What follows belongs to an exercise in optimizing a design on an open flow for small area, a short achievable clock period and few clock cycles; a production flow would make more cautious choices. The RTL was checked by simulation tests, not by an equivalence proof against the original design. No activity file was given, so power comes from the tool's default toggle rates.

Design data_cache_ctrl, start of the top module:
module data_cache_ctrl
#(
  parameter int LINES  = 64,
  parameter int ADDR_W = 32,
  parameter int DATA_W = 32
) (
  input  logic              clk,
  input  logic              rst,
  input  logic              MemRead,
  input  logic              MemWrite,
  input  logic [ADDR_W-1:0] addr,
  input  logic [DATA_W-1:0] wdata,
  output logic [DATA_W-1:0] rdata,
  output logic              stall,
  output logic              mem_rd_en,
  output logic              mem_wr_en,
  output logic [ADDR_W-1:0] mem_addr,
  output logic [DATA_W-1:0] mem_wdata,
  input  logic [DATA_W-1:0] mem_rdata,
  input  logic              mem_ready
);
  localparam int IW = $clog2(LINES);
  localparam int TW = ADDR_W - IW - 2;
  logic [IW-1:0]     idx;
  logic [TW-1:0]     tag;
  logic              hit;
  logic [DATA_W-1:0] line_data;
  logic              rd_req;
  logic              fill;
  logic              upd;
  logic [DATA_W-1:0] arr_wdata;
  logic              unused_off;
  assign idx        = addr[2 +: IW];
  assign tag        = addr[ADDR_W-1 -: TW];
  assign unused_off = ^addr[1:0];
  assign rd_req    = MemRead && !MemWrite && !hit;
  assign mem_rd_en = rd_req;
  assign mem_wr_en = MemWrite;
  assign mem_addr  = {addr[ADDR_W-1:2], 2'b00};
  assign mem_wdata = wdata;
  assign stall     = (rd_req || MemWrite) && !mem_ready;
  assign rdata     = hit ? line_data : mem_rdata;
  assign fill      = !rst && mem_ready && rd_req;
  assign upd       = !rst && mem_ready && MemWrite;
  assign arr_wdata = MemWrite ? wdata : mem_rdata;
  dcache_array #(
    .LINES  (LINES),
    .TAG_W  (TW),
    .DATA_W (DATA_W)
  ) u_array (
    .clk   (clk),
    .rst   (rst),
    .idx   (idx),
    .ctag  (tag),
    .fill  (fill),
    .upd   (upd),
    .wdata (arr_wdata),
    .hit   (hit),
    .data  (line_data)
  );
endmodule
For scale: roughly 0.14 mm² of cells after synthesis.
clock: 9.0 ns
lec_check: 0
cap_margin: 20
core_margin: 2
core_utilization: 50
cts_cluster_diameter: 60
cts_cluster_size: 25
setup_slack_margin: 2.0
slew_margin: 20
standard.sh (not shown) runs the stock make flow with config.mk's settings and CLKGATE_MAP_FILE= SYNTH_SCRIPT=/design/flow/synth_recipe.tcl, a recipe that flattens the netlist after the stock synthesis.
==> flow/flow/run.sh <==
#!/bin/bash
set -o pipefail
export BUFFER_PORTS_ARGS="-buffer_cell sky130_fd_sc_hd__buf_4"
cp standard.sh standard_sh.txt
bash standard.sh > standard.log 2>&1
The first run completed without violations.
Testbench counts at the start, summed over its fixed seeds: cycles 25,169.
Rerun with:
==> flow/run.sh (new file) <==
#!/bin/bash
# synth_recipe.tcl (not shown) runs the flow's synth.tcl, then flattens the netlist and writes it again
# the make line also repeats each setting of config.mk as NAME=value (left out here)
make -C /OpenROAD-flow-scripts/flow DESIGN_CONFIG=/design/flow/config.mk WORK_HOME=/design/flow/orfs CLKGATE_MAP_FILE= SYNTH_SCRIPT=/design/flow/synth_recipe.tcl finish
CORE_UTILIZATION = 35   (was 50)
CTS_CLUSTER_DIAMETER = default   (was 60)
CTS_CLUSTER_SIZE = default   (was 25)
SETUP_SLACK_MARGIN = 3.0   (was 2.0)
removed: flow/flow/run.sh
removed: flow/standard.sh
After rerunning: Setup slack got worse by 46 ps. Sequential cell count stays the same. Combinational power climbs by about a fifth.
Rerun with:
==> flow/flow/run.sh (new file) <==
#!/bin/bash
set -o pipefail
export BUFFER_PORTS_ARGS="-buffer_cell sky130_fd_sc_hd__buf_4"
cp standard.sh standard_sh.txt
bash standard.sh > standard.log 2>&1
==> flow/standard.sh (new file) <==
#!/bin/bash
# synth_recipe.tcl (not shown) runs the flow's synth.tcl, then flattens the netlist and writes it again
# the make line also repeats each setting of config.mk as NAME=value (left out here)
make -C /OpenROAD-flow-scripts/flow DESIGN_CONFIG=/design/flow/config.mk WORK_HOME=/design/flow/orfs CLKGATE_MAP_FILE= SYNTH_SCRIPT=/design/flow/synth_recipe.tcl "${@:-finish}"
CORE_UTILIZATION = 60   (was 35)
CTS_CLUSTER_DIAMETER = 60   (was default)
CTS_CLUSTER_SIZE = 25   (was default)
PLACE_DENSITY = 0.7   (was default)
SETUP_SLACK_MARGIN = 2.0   (was 3.0)
removed: flow/run.sh
- The new run went through all stages and came out clean
- design area decreases by 8.7%
- total power decreases by about 15%
- clock-buffer cell count decreases by 244
- routed wire length decreases by 12%


## run A
Another version of the RTL of data_cache_ctrl (not shown whole).
Size in the first run: about 8100 cells after synthesis, roughly 3600 flip-flops, roughly 0.14 mm^2 of cells after synthesis.
export LEC_CHECK = 0
export CAP_MARGIN = 20
export CORE_MARGIN = 2
export CORE_UTILIZATION = 60
export CTS_CLUSTER_DIAMETER = 60
export CTS_CLUSTER_SIZE = 25
export PLACE_DENSITY = 0.7
export SETUP_SLACK_MARGIN = 2.2
export SLEW_MARGIN = 20
create_clock -name core_clock -period 9.0 [get_ports {clk}]
==> flow/flow/run.sh <==
#!/bin/bash
set -o pipefail
export BUFFER_PORTS_ARGS="-buffer_cell sky130_fd_sc_hd__buf_4"
cp standard.sh standard_sh.txt
bash standard.sh > standard.log 2>&1
Testbench counts of run A, summed over its fixed seeds: cycles 25,169.
[inputs] run B vs run A
Settings: SETUP_SLACK_MARGIN changed from 2.2 to 2.0.
In run B relative to run A, wire length of the first global-routing pass had gone down slightly.
After synthesis and placement, the instance count of run B is below that of run A.
Period utilization is lower on run A
In run B, final non-filler cell area is lower than in run A.
Modified inputs, run C compared to run B
Settings: CAP_MARGIN now 10, was 20; SETUP_SLACK_MARGIN now 2.2, was 2.0; SLEW_MARGIN now 10, was 20.
==> results.txt <==
Looking at the reports, run C completed the entire flow and the layout it produced met the timing, design-rule and antenna checks.
Re via count: run C is 911 up on run B.
Relative to run B, the wire length of run C is higher by 3.8%.
Total power density per cell area (higher): run B
Utilization ended up 0.65 points higher on run C than on run B.
As far as number of maximum-capacitance violations goes, run C and run B are indistinguishable; the numbers are identical.
In the reports for run B and run C, the larger cell area belongs to run C.
For run D, these inputs were changed with respect to run C:
Settings: a change of SLEW_MARGIN from 10 to 20; a change of PLACE_DENSITY from 0.7 to 0.74; a change of CAP_MARGIN from 10 to 20; a change of CORE_UTILIZATION from 60 to 64.
In terms of worst hold slack, run D and run C differ only marginally. Run C ended up with rdata[10] as its capture point of the critical path; run D ended up with rdata[22]. Relative area change from synthesis to final layout: run D > run C. Across both runs, utilization was higher for run D than for run C. Peak fanout along the critical path: run D lower than run C. Via count of the first global-routing pass went up slightly going from run C to run D.
The inputs of run E differ from those of run D as listed below.
Settings: a change of CORE_UTILIZATION from 64 to 60; a change of PLACE_DENSITY from 0.74 to 0.7; a change of CTS_CLUSTER_DIAMETER from 60 to 65; a change of CTS_CLUSTER_SIZE from 25 to 28; a change of SETUP_SLACK_MARGIN from 2.2 to 2.4.
==> comparison <==
Summary — final wirelength, run E relative to run D: higher, by about 1.2%.
On run E: share of total power in sequential cells is 0.3 points higher than what run D gave.
Run E reports its launching element of the worst setup path as addr[29] while run D reports addr[9].
Per the comparison of run E with run D, sum of met2 wire segment lengths after detailed routing +about 1.4%, number of antenna repair diodes -4.
Diff run D -> run E: post-route non-filler standard cell count +201, worst vdd rail ir drop rose by about 0.66%.

-- static timing again, ports no longer ideal --
No port has a modelled driver above. Below, the same layouts with a new extraction and two added sets of constraints.
Step 1 (the two cells are an assumption about what drives the block):
set clk [get_ports {clk}]
set_driving_cell -lib_cell sky130_fd_sc_hd__clkbuf_16 $clk
set_driving_cell -lib_cell sky130_fd_sc_hd__buf_2 [delete_from_list [all_inputs] $clk]
Step 2 moves the port delays by t, midway between the first and last clock arrival at a register: inputs arrive t later, outputs are due t later. That takes back most of the time a late clock gives input paths.
Slacks: no drivers / after step 1 / after step 2; pairs: no drivers / after step 1.
| run | shift t [ns] | setup slack, ns | worst hold slack (ns) | worst register clock-pin slew, ns | worst data-port slew with drivers (ns) |
|---|---|---|---|---|---|
| the first run of note 1 | 1.050 | 1.894 / 1.815 / 1.794 | 0.469 / 0.469 / 0.469 | 0.10 / 0.10 | 0.37 |
| the second run of note 1 | 1.071 | 1.849 / 1.626 / 1.626 | 0.466 / 0.466 / 0.466 | 0.07 / 0.07 | 0.44 |
| the third run of note 1 | 1.006 | 1.834 / 1.622 / 1.550 | 0.464 / 0.464 / 0.464 | 0.10 / 0.10 | 0.35 |
| run A | 0.997 | 2.098 / 1.731 / 1.731 | 0.461 / 0.461 / 0.461 | 0.10 / 0.10 | 0.50 |
| run B | 0.996 | 1.937 / 1.865 / 1.865 | 0.459 / 0.459 / 0.459 | 0.10 / 0.10 | 0.09 |
| run C | 0.991 | 2.075 / 1.788 / 1.707 | 0.463 / 0.463 / 0.463 | 0.10 / 0.10 | 0.46 |
| run D | 0.987 | 2.062 / 1.710 / 1.473 | 0.463 / 0.463 / 0.463 | 0.10 / 0.10 | 0.51 |
| run E | 0.964 | 2.115 / 1.752 / 1.696 | 0.459 / 0.459 / 0.459 | 0.11 / 0.11 | 0.48 |
After both steps setup and hold are still met in every run listed. For run D, which loses most, drivers alone change the setup slack by -0.352 ns; drivers and shift together by -0.589 ns.
